Source: an optimization exercise on an open RTL-to-GDS flow (aim: small area, a short achievable clock period and few clock cycles). Production flows keep margins and buffers that such runs may drop.
The RTL was checked by simulation tests, not by an equivalence proof against the original design.

== the reference run ==
==> module mtsf_match, before the edit <==
module mtsf_match (
  input  logic                          clk_i,
  input  logic                          valid_i,    
  input  logic                          rec_i,      
  input  logic [7:0]                    data_i,     
  input  logic [mtsf_pkg::CharsW-1:0]   chars_i,
  input  logic [mtsf_pkg::LensW-1:0]    lens_i,
  output logic                          all_found_o
);
  localparam int ByteW = mtsf_pkg::ByteW;
  localparam int LenW  = mtsf_pkg::LenW;
  localparam int TL    = mtsf_pkg::MaxTermLen;
  logic [mtsf_pkg::MaxTerms-1:0] term_ok;
  for (genvar t = 0; t < mtsf_pkg::MaxTerms; t++) begin : g_term
    logic [TL-1:0]   cmask, start, pm_q;
    logic [TL:0]     pm_up;
    logic            seen_q;
    logic [LenW-1:0] len;
    assign len = lens_i[t*LenW +: LenW];
    logic [4:0] hi_le;
    logic [7:0] lo_le;
    for (genvar h = 0; h < 5; h++) begin : g_hi
      assign hi_le[h] = (len[5:3] <= 3'(h));
    end
    for (genvar m = 0; m < 8; m++) begin : g_lo
      assign lo_le[m] = (len[2:0] <= 3'(m));
    end
    for (genvar p = 0; p < TL; p++) begin : g_pos
      assign cmask[p] = (chars_i[(t*TL+p)*ByteW +: ByteW] == data_i);
      assign start[p] = hi_le[(p + 1) / 8] && lo_le[(p + 1) % 8];
    end
    assign pm_up = {1'b1, pm_q};
    always_ff @(posedge clk_i) begin
      if (valid_i) begin
        pm_q   <= (pm_up[TL:1] | start) & cmask;
        seen_q <= (seen_q | pm_q[0]) & rec_i;
      end
    end
    assign term_ok[t] = seen_q || pm_q[0] || (len == '0);
  end
  assign all_found_o = &term_ok;
endmodule
==> module multi_term_substring_filter_top, before the edit <==
module multi_term_substring_filter_top (
  input  logic        clk_i,
  input  logic        rst_ni,
  input  logic        s_axis_tvalid,
  output logic        s_axis_tready,
  input  logic [7:0]  s_axis_tdata,    
  input  logic [1:0]  s_axis_tuser,    
  output logic        m_axis_tvalid,
  input  logic        m_axis_tready,
  output logic [23:0] m_axis_tdata     
);
  logic                        in_valid_q;
  logic                        in_rec_q, in_end_q, in_clr_q, in_app_sp_q, in_app_ch_q;
  logic [mtsf_pkg::ByteW-1:0]  in_data_q;    
  logic [mtsf_pkg::ByteW-1:0]  in_rbyte_q;   
  logic                        out_valid_q, out_valid_d;
  logic [1:0]                  out_res_q;
  logic                        out_load;
  logic                        skid_valid_q, skid_valid_d;
  logic [1:0]                  skid_res_q, skid_res_d;
  logic [mtsf_pkg::IndexW-1:0] idx_q, idx_d;
  logic                        rdy_d, rdy_q;
  logic                        tvalid_q, tready_q;
  logic [mtsf_pkg::IndexW-1:0] tidx_q;
  logic                        take, push, pop, take_end, take_ch;
  logic [1:0]                  res;
  logic [mtsf_pkg::CharsW-1:0] chars;
  logic [mtsf_pkg::LensW-1:0]  lens;
  logic                        overflow;
  logic                        all_found;
  assign take     = s_axis_tvalid && rdy_q;
  assign take_end = take && (s_axis_tuser == mtsf_pkg::FuncEnd);
  assign take_ch  = take && (s_axis_tuser == mtsf_pkg::FuncAppend) &&
                    (s_axis_tdata != mtsf_pkg::SpaceChar);
  assign push     = in_end_q;
  assign pop      = out_valid_q && m_axis_tready;
  assign res      = {overflow, all_found};
  always_comb begin
    out_valid_d  = out_valid_q;
    skid_valid_d = skid_valid_q;
    skid_res_d   = skid_res_q;
    if (pop) begin
      out_valid_d  = skid_valid_q;
      skid_valid_d = 1'b0;
    end
    if (push) begin
      if (!out_valid_d) begin
        out_valid_d = 1'b1;
      end else begin
        skid_valid_d = 1'b1;
        skid_res_d   = res;
      end
    end
  end
  assign out_load = (!out_valid_q || pop) && (skid_valid_q || push);
  assign rdy_d = !out_valid_d || (!skid_valid_d && !take_end);
  assign idx_d = pop ? idx_q + mtsf_pkg::IndexW'(1) : idx_q;
  always_ff @(posedge clk_i or negedge rst_ni) begin
    if (!rst_ni) begin
      rdy_q <= 1'b1;
    end else begin
      rdy_q <= rdy_d;
    end
  end
  always_ff @(posedge clk_i or negedge rst_ni) begin
    if (!rst_ni) begin
      in_valid_q   <= 1'b0;
      in_rec_q     <= 1'b0;
      in_end_q     <= 1'b0;
      in_clr_q     <= 1'b0;
      in_app_sp_q  <= 1'b0;
      in_app_ch_q  <= 1'b0;
      out_valid_q  <= 1'b0;
      skid_valid_q <= 1'b0;
      idx_q        <= '0;
    end else begin
      in_valid_q   <= take;
      in_rec_q     <= take && (s_axis_tuser == mtsf_pkg::FuncRecord);
      in_end_q     <= take_end;
      in_clr_q     <= take && (s_axis_tuser == mtsf_pkg::FuncClear);
      in_app_sp_q  <= take && (s_axis_tuser == mtsf_pkg::FuncAppend) &&
                      (s_axis_tdata == mtsf_pkg::SpaceChar);
      in_app_ch_q  <= take_ch;
      out_valid_q  <= out_valid_d;
      skid_valid_q <= skid_valid_d;
      idx_q        <= idx_d;
    end
  end
  always_ff @(posedge clk_i) begin
    in_data_q  <= s_axis_tdata;
    in_rbyte_q <= (s_axis_tuser == mtsf_pkg::FuncRecord) ? s_axis_tdata : mtsf_pkg::SpaceChar;
    if (out_load) begin
      out_res_q <= skid_valid_q ? skid_res_q : res;
    end
    skid_res_q <= skid_res_d;
    tvalid_q   <= out_valid_d;
    tready_q   <= rdy_d;
    tidx_q     <= idx_d;
  end
  mtsf_query u_query (
    .clk_i      (clk_i),
    .rst_ni     (rst_ni),
    .clr_i      (in_clr_q),
    .app_sp_i   (in_app_sp_q),
    .app_ch_i   (in_app_ch_q),
    .nxt_ch_i   (take_ch),
    .data_i     (in_data_q),
    .chars_o    (chars),
    .lens_o     (lens),
    .overflow_o (overflow)
  );
  mtsf_match u_match (
    .clk_i       (clk_i),
    .valid_i     (in_valid_q),
    .rec_i       (in_rec_q),
    .data_i      (in_rbyte_q),
    .chars_i     (chars),
    .lens_i      (lens),
    .all_found_o (all_found)
  );
  assign s_axis_tready = tready_q;
  assign m_axis_tvalid = tvalid_q;
  assign m_axis_tdata  = {6'd0, out_res_q, tidx_q};
endmodule
clock: 6.0 ns
lec_check: 0
cap_margin: 20
core_margin: 2
core_utilization: 70
cts_cluster_diameter: 175
cts_cluster_size: 24
setup_slack_margin: 3.6
slew_margin: 20
run.sh (not shown) runs the stock make flow with config.mk's settings and CLKGATE_MAP_FILE= SYNTH_SCRIPT=/design/flow/synth_recipe.tcl, a recipe that flattens the netlist after the stock synthesis.
Testbench counts of the reference run, summed over its fixed seeds: cycles 52,612.
## Diff of input files: the trial run against the reference run
--- a/flow/design.v
+++ b/flow/design.v
@@ -97,9 +97,9 @@
 module mtsf_match (
   input  logic                          clk_i,
   input  logic                          valid_i,    
   input  logic                          rec_i,      
-  input  logic [7:0]                    data_i,     
+  input  logic [7:0]                    data_i,
   input  logic [mtsf_pkg::CharsW-1:0]   chars_i,
   input  logic [mtsf_pkg::LensW-1:0]    lens_i,
   output logic                          all_found_o
 );
@@ -112,24 +112,16 @@
     logic [TL:0]     pm_up;
     logic            seen_q;
     logic [LenW-1:0] len;
     assign len = lens_i[t*LenW +: LenW];
-    logic [4:0] hi_le;
-    logic [7:0] lo_le;
-    for (genvar h = 0; h < 5; h++) begin : g_hi
-      assign hi_le[h] = (len[5:3] <= 3'(h));
-    end
-    for (genvar m = 0; m < 8; m++) begin : g_lo
-      assign lo_le[m] = (len[2:0] <= 3'(m));
-    end
     for (genvar p = 0; p < TL; p++) begin : g_pos
       assign cmask[p] = (chars_i[(t*TL+p)*ByteW +: ByteW] == data_i);
-      assign start[p] = hi_le[(p + 1) / 8] && lo_le[(p + 1) % 8];
+      assign start[p] = (len <= LenW'(p + 1));
     end
     assign pm_up = {1'b1, pm_q};
     always_ff @(posedge clk_i) begin
       if (valid_i) begin
-        pm_q   <= (pm_up[TL:1] | start) & cmask;
+        pm_q   <= (pm_up[TL:1] | start) & cmask & {TL{rec_i}};
         seen_q <= (seen_q | pm_q[0]) & rec_i;
       end
     end
     assign term_ok[t] = seen_q || pm_q[0] || (len == '0);
@@ -148,13 +140,11 @@
   output logic [23:0] m_axis_tdata     
 );
   logic                        in_valid_q;
   logic                        in_rec_q, in_end_q, in_clr_q, in_app_sp_q, in_app_ch_q;
-  logic [mtsf_pkg::ByteW-1:0]  in_data_q;    
-  logic [mtsf_pkg::ByteW-1:0]  in_rbyte_q;   
+  logic [mtsf_pkg::ByteW-1:0]  in_data_q;
   logic                        out_valid_q, out_valid_d;
-  logic [1:0]                  out_res_q;
-  logic                        out_load;
+  logic [1:0]                  out_res_q, out_res_d;
   logic                        skid_valid_q, skid_valid_d;
   logic [1:0]                  skid_res_q, skid_res_d;
   logic [mtsf_pkg::IndexW-1:0] idx_q, idx_d;
   logic                        rdy_d, rdy_q;
@@ -174,24 +164,26 @@
   assign pop      = out_valid_q && m_axis_tready;
   assign res      = {overflow, all_found};
   always_comb begin
     out_valid_d  = out_valid_q;
+    out_res_d    = out_res_q;
     skid_valid_d = skid_valid_q;
     skid_res_d   = skid_res_q;
     if (pop) begin
       out_valid_d  = skid_valid_q;
+      out_res_d    = skid_res_q;
       skid_valid_d = 1'b0;
     end
     if (push) begin
       if (!out_valid_d) begin
         out_valid_d = 1'b1;
+        out_res_d   = res;
       end else begin
         skid_valid_d = 1'b1;
         skid_res_d   = res;
       end
     end
   end
-  assign out_load = (!out_valid_q || pop) && (skid_valid_q || push);
   assign rdy_d = !out_valid_d || (!skid_valid_d && !take_end);
   assign idx_d = pop ? idx_q + mtsf_pkg::IndexW'(1) : idx_q;
   always_ff @(posedge clk_i or negedge rst_ni) begin
     if (!rst_ni) begin
@@ -225,12 +217,9 @@
     end
   end
   always_ff @(posedge clk_i) begin
     in_data_q  <= s_axis_tdata;
-    in_rbyte_q <= (s_axis_tuser == mtsf_pkg::FuncRecord) ? s_axis_tdata : mtsf_pkg::SpaceChar;
-    if (out_load) begin
-      out_res_q <= skid_valid_q ? skid_res_q : res;
-    end
+    out_res_q  <= out_res_d;
     skid_res_q <= skid_res_d;
     tvalid_q   <= out_valid_d;
     tready_q   <= rdy_d;
     tidx_q     <= idx_d;
@@ -250,9 +239,9 @@
   mtsf_match u_match (
     .clk_i       (clk_i),
     .valid_i     (in_valid_q),
     .rec_i       (in_rec_q),
-    .data_i      (in_rbyte_q),
+    .data_i      (in_data_q),
     .chars_i     (chars),
     .lens_i      (lens),
     .all_found_o (all_found)
   );
### Flow results
The routed wire length on met2 reported for the trial run is greater than that of the reference run by 3.1 mm.
Compared the reference run against the trial run; footprint of the flip-flops and latches within noise.
Hold slack: the trial run < the reference run
The trial run ends up with higher non-clock buffer count than the reference run does.
Going from the reference run to the trial run, count of inserted tapcells shows an increase of 27; via count of the first global-routing pass shows an increase of about 4.6%; number of enable-type register cells in the synthesized netlist shows no meaningful change.
Testbench counts of the trial run, summed over its fixed seeds: cycles 52,612.

==> static timing again, ports no longer ideal <==
Ports are ideal in the flow. The routed layouts listed here were re-timed in OpenROAD. Step 1 (the two cells are an assumption about what drives the block):
set clk [get_ports {clk_i}]
set_driving_cell -lib_cell sky130_fd_sc_hd__clkbuf_16 $clk
set_driving_cell -lib_cell sky130_fd_sc_hd__buf_2 [delete_from_list [all_inputs] $clk]
Step 2, shift: input delay + t, output delay - t, t = (earliest + latest rising clock arrival at the registers) / 2. This alone moves slack from input paths to output paths. Slacks: ideal / step 1 / step 2; pairs: ideal / step 1.
run	t (ns)	setup slack, ns	worst setup path at the end	worst register clock-pin slew, ns
the reference run	0.831	3.406 / 3.320 / 3.129	input to register	0.10 / 0.10
the trial run	0.820	3.557 / 3.482 / 2.895	input to register	0.11 / 0.11
After both steps every run listed still meets setup and hold. The setup slack of the trial run, which loses most, moves by -0.075 ns with the drivers and by -0.662 ns with both steps.
